Context: an optimization exercise on an open-source flow, tuned for small area, a short achievable clock period and few clock cycles per item. The choices shown serve that exercise and are no tape-out recipe.
Only simulation tests tie the RTL to the original design; equivalence was not proved.
Power figures rest on the tool's default switching activity, not on a simulated workload.

==> trial 38: inputs <==
// foreign_pfx_decoder
module foreign_pfx_decoder #(
  parameter int unsigned WIN_BYTES = 8,
  parameter int unsigned TBL_WORDS = 16
) (
  input  logic                   clk,
  input  logic                   rst,
  input  logic                   is64,
  input  logic                   in_valid,
  output logic                   in_ready,
  input  logic [8*WIN_BYTES-1:0] in_bytes,
  input  logic                   flush,
  input  logic                   tbl_we,
  input  logic [3:0]             tbl_waddr,
  input  logic [63:0]            tbl_wdata,
  output logic                   out_valid,
  input  logic                   out_ready,
  output logic [7:0]             out_opcode,
  output logic [1:0]             out_map,
  output logic [1:0]             out_rep,
  output logic                   out_lock,
  output logic                   out_asz,
  output logic [4:0]             out_rex,
  output logic [3:0]             out_len,
  output logic [7:0]             out_modrm,
  output logic [7:0]             out_sib,
  output logic [5:0]             out_flags,
  output logic                   out_err
);
  logic en;              
  logic v0, v1, v2, ov;
  logic accept;
  assign en        = !ov || out_ready;
  assign in_ready  = en;
  assign accept    = in_valid && en && !flush;
  assign out_valid = ov;
  always_ff @(posedge clk or posedge rst) begin
    if (rst) begin
      v0 <= 1'b0;
      v1 <= 1'b0;
      v2 <= 1'b0;
      ov <= 1'b0;
    end else if (flush) begin
      v0 <= 1'b0;
      v1 <= 1'b0;
      v2 <= 1'b0;
      ov <= 1'b0;
    end else if (en) begin
      v0 <= accept;
      v1 <= v0;
      v2 <= v1;
      ov <= v2;
    end
  end
  logic [7:0] pfx, e0, e1, ot, o0, o1, o2, o3, o;
  logic [8:0] run;
  logic [1:0] map;
  assign run[0] = 1'b1;
  for (genvar k = 0; k < 8; k++) begin : g_scan
    logic [7:0] b;
    assign b = in_bytes[8*k +: 8];
    assign pfx[k] = (b == 8'h66) || (b == 8'hF2) || (b == 8'hF3) || (b == 8'hF0) ||
                    (b == 8'h67) || (b == 8'h2E) || (b == 8'h36) || (b == 8'h3E) ||
                    (b == 8'h26) || (b == 8'h64) || (b == 8'h65) ||
  ...
clock: 5.0 ns
lec_check: 0
abc_clock_period_in_ps: 1500
cap_margin: 20
core_margin: 2
core_utilization: 40
cts_cluster_diameter: 80
cts_cluster_size: 24
setup_slack_margin: 2.6
slew_margin: 20
run.sh (not shown) runs the stock make flow with config.mk's settings and CLKGATE_MAP_FILE= SYNTH_SCRIPT=/design/flow/synth_recipe.tcl, a recipe that flattens the netlist after the stock synthesis.
==> inputs of trial 75, as changes to trial 38 <==
--- a/flow/design.v
+++ b/flow/design.v
@@ -23,42 +23,45 @@
   output logic [3:0]             out_len,
   output logic [7:0]             out_modrm,
   output logic [7:0]             out_sib,
   output logic [5:0]             out_flags,
   output logic                   out_err
 );
   logic en;              
   logic v0, v1, v2, ov;
+  logic nov;             
   logic accept;
   assign en        = !ov || out_ready;
-  assign in_ready  = en;
+  assign in_ready  = nov || out_ready;
   assign accept    = in_valid && en && !flush;
   assign out_valid = ov;
   always_ff @(posedge clk or posedge rst) begin
     if (rst) begin
-      v0 <= 1'b0;
-      v1 <= 1'b0;
-      v2 <= 1'b0;
-      ov <= 1'b0;
+      v0  <= 1'b0;
+      v1  <= 1'b0;
+      v2  <= 1'b0;
+      ov  <= 1'b0;
+      nov <= 1'b1;
     end else if (flush) begin
-      v0 <= 1'b0;
-      v1 <= 1'b0;
-      v2 <= 1'b0;
-      ov <= 1'b0;
+      v0  <= 1'b0;
+      v1  <= 1'b0;
+      v2  <= 1'b0;
+      ov  <= 1'b0;
+      nov <= 1'b1;
     end else if (en) begin
-      v0 <= accept;
-      v1 <= v0;
-      v2 <= v1;
-      ov <= v2;
-    end
-  end
-  logic [7:0] pfx, e0, e1, ot, o0, o1, o2, o3, o;
+      v0  <= accept;
+      v1  <= v0;
+      v2  <= v1;
+      ov  <= v2;
+      nov <= !v2;
+    end
+  end
+  logic [7:0] pfx, e0, e1, ot, o0, o1, o2, o;
   logic [8:0] run;
-  logic [1:0] map;
   assign run[0] = 1'b1;
   for (genvar k = 0; k < 8; k++) begin : g_scan
     logic [7:0] b;
     assign b = in_bytes[8*k +: 8];
     assign pfx[k] = (b == 8'h66) || (b == 8'hF2) || (b == 8'hF3) || (b == 8'hF0) ||
                     (b == 8'h67) || (b == 8'h2E) || (b == 8'h36) || (b == 8'h3E) ||
                     (b == 8'h26) || (b == 8'h64) || (b == 8'h65) ||
                     (is64 && (b[7:4] == 4'h4));
@@ -69,57 +72,64 @@
     assign o0[k]    = run[k] && ot[k];
     if (k >= 1) begin : g_o1
       assign o1[k] = run[k-1] && e0[k-1] && !e1[k];
     end else begin : g_no1
       assign o1[k] = 1'b0;
     end
     if (k >= 2) begin : g_o2
       assign o2[k] = run[k-2] && e0[k-2] && e1[k-1];
-      assign o3[k] = o2[k] && in_bytes[8*(k-1)+1];
     end else begin : g_no2
       assign o2[k] = 1'b0;
-      assign o3[k] = 1'b0;
     end
     assign o[k] = o0[k] || o1[k] || o2[k];
   end
-  assign map = {|o2, (|o1) || (|o3)};
   logic [63:0] r0_w;
   logic        r0_m64;
   logic [7:0]  r0_o, r0_pr;
-  logic [1:0]  r0_map;
   always_ff @(posedge clk) begin
     if (en) begin
       r0_w   <= in_bytes;
       r0_m64 <= is64;
       r0_o   <= o;
       r0_pr  <= run[8:1];
-      r0_map <= map;
-    end
-  end
-  logic [7:0] rp1, rp2, rpv, lk, az, rxs, rsel, later, first;
+    end
+  end
+  logic [7:0] rp1, rp2, rpv, lk, az, rxs, rsel, later, first, esc1, esc2, esc3;
   logic [7:0] bt [8];      
   logic [7:0] bt1 [8];     
   logic [7:0] bt2 [8];     
   logic [7:0] btp [4];     
   logic [7:0] lo1h [8];    
   logic [7:0] hi1h [8];    
   for (genvar k = 0; k < 8; k++) begin : g_sel
     logic [7:0] c;
     assign c = r0_w[8*k +: 8];
     assign rp1[k] = (c == 8'h66) || (c == 8'hF3);
     assign rp2[k] = (c == 8'hF2) || (c == 8'hF3);
     assign rpv[k] = rp1[k] || rp2[k];
     assign lk[k]  = c == 8'hF0;
     assign az[k]  = c == 8'h67;
+    if (k >= 1) begin : g_e1
+      assign esc1[k] = r0_o[k] && first[k-1];
+    end else begin : g_ne1
+      assign esc1[k] = 1'b0;
+    end
+    if (k >= 2) begin : g_e2
+      assign esc2[k] = r0_o[k] && first[k-2];
+      assign esc3[k] = esc2[k] && r0_w[8*(k-1)+1];
+    end else begin : g_ne2
+      assign esc2[k] = 1'b0;
+      assign esc3[k] = 1'b0;
+    end
     if (k >= 1) begin : g_rx
       assign first[k] = r0_pr[k-1] && !r0_pr[k];
       assign rxs[k]   = first[k] && r0_m64 && (r0_w[8*(k-1)+4 +: 4] == 4'h4);
     end else begin : g_nrx
-      assign first[k] = 1'b0;
+      assign first[k] = !r0_pr[0];
       assign rxs[k]   = 1'b0;
     end
     if (k < 7) begin : g_later
       assign later[k] = |(rsel[7:k+1]);
     end else begin : g_nlater
       assign later[k] = 1'b0;
     end
     for (genvar i = 0; i < 8; i++) begin : g_bits
@@ -174,17 +184,17 @@
   logic       r1_lock, r1_asz, r1_err;
   always_ff @(posedge clk) begin
     if (en) begin
       r1_opc_top <= d_opc_top;
       r1_opc_hi  <= d_opc_hi;
       r1_opc_lo  <= d_opc_lo;
       r1_modrm   <= d_modrm;
       r1_sib     <= d_sib;
-      r1_map     <= r0_map;
+      r1_map     <= {|esc2, (|esc1) || (|esc3)};
       r1_rep     <= d_rep;
       r1_rex     <= d_rex;
       r1_len     <= d_len;
       r1_lock    <= d_lock;
       r1_asz     <= d_asz;
       r1_err     <= d_err;
     end
   end
==> flow/config.mk (replaced) <==
export PLATFORM = sky130hd
export DESIGN_NAME = foreign_pfx_decoder
export DESIGN_NICKNAME = foreign_pfx_decoder
export VERILOG_FILES = /design/flow/design.v
export SDC_FILE = /design/flow/constraint.sdc
export NUM_CORES = 4
export LEC_CHECK = 0
export ABC_CLOCK_PERIOD_IN_PS = 1500
export CAP_MARGIN = 20
export CORE_MARGIN = 2
export CORE_UTILIZATION = 55
export CTS_CLUSTER_DIAMETER = 80
export CTS_CLUSTER_SIZE = 24
export PLACE_DENSITY = 0.8
export SETUP_SLACK_MARGIN = 2.6
export SLEW_MARGIN = 20
==> impl_results.md <==
- Outcome: no timing/DRC/antenna violations
- Highest ir drop seen on vdd: 0.273 mV
- Layout Cells excl Fill: 4778
- Number of detailed-route iterations in the first pass: 9
- Clock network fraction of design power: 29.5%
- Post-Place Cells: 4615
- Combinational cell fraction of total power: 10.0%
- Seq/Total Area, Yosys: 78.6%
- Cell area after synthesis: 48700 um2
- CTS sink cnt: 1279
- Launching instance or port of the critical path: r1_opc_lo[4]$_DFFE_PN_
- Count of clock buffers in the final design: 74
- Maximum number of pins on one net before global-route repair: 159
(the above is from trial 38)
==> impl_results.md <==
- Outcome: no timing/DRC/antenna violations
- Maximum number of pins on one net before global-route repair: 83
- Launching instance or port of the critical path: r1_opc_lo[0]$_DFFE_PN_
- Combinational cell fraction of total power: 10.8%
- Count of clock buffers in the final design: 70
- Clock network fraction of design power: 26.8%
- Seq/Total Area, Yosys: 78.4%
- Number of detailed-route iterations in the first pass: 6
- Cell area after synthesis: 48800 um2
- Highest ir drop seen on vdd: 0.370 mV
- Post-Place Cells: 4154
- CTS sink cnt: 1278
(the above is from trial 75)
Testbench counts of trial 38, summed over its fixed seeds: cycles 16,032, items 16,000.
Testbench counts of trial 75, summed over its fixed seeds: cycles 16,032, items 16,000.

## afterwards: timing with drivers on the ports
Ports are ideal in the flow. The routed layouts listed here were re-timed in OpenROAD.
Step 1 assumes that a clkbuf_16 drives the clock port and a buf_2 every other input.
Step 2 also shifts input and output timing later by t, the mid clock arrival at the registers, as if the neighbouring blocks saw the same clock.
Three values: no drivers, after step 1, after step 2; two values: the first two.
run	t, ns	slack for setup (ns)	hold WS [ns]	slew at the worst register clock pin (ns)
trial 38	0.722	2.489 / 2.489 / 1.926	0.423 / 0.423 / 0.423	0.10 / 0.10
trial 75	0.761	2.447 / 2.447 / 1.912	0.421 / 0.421 / 0.421	0.10 / 0.10
After both steps every run listed still meets setup and hold. For trial 38, which loses most, drivers alone change the setup slack by 0.000 ns; drivers and shift together by -0.563 ns.
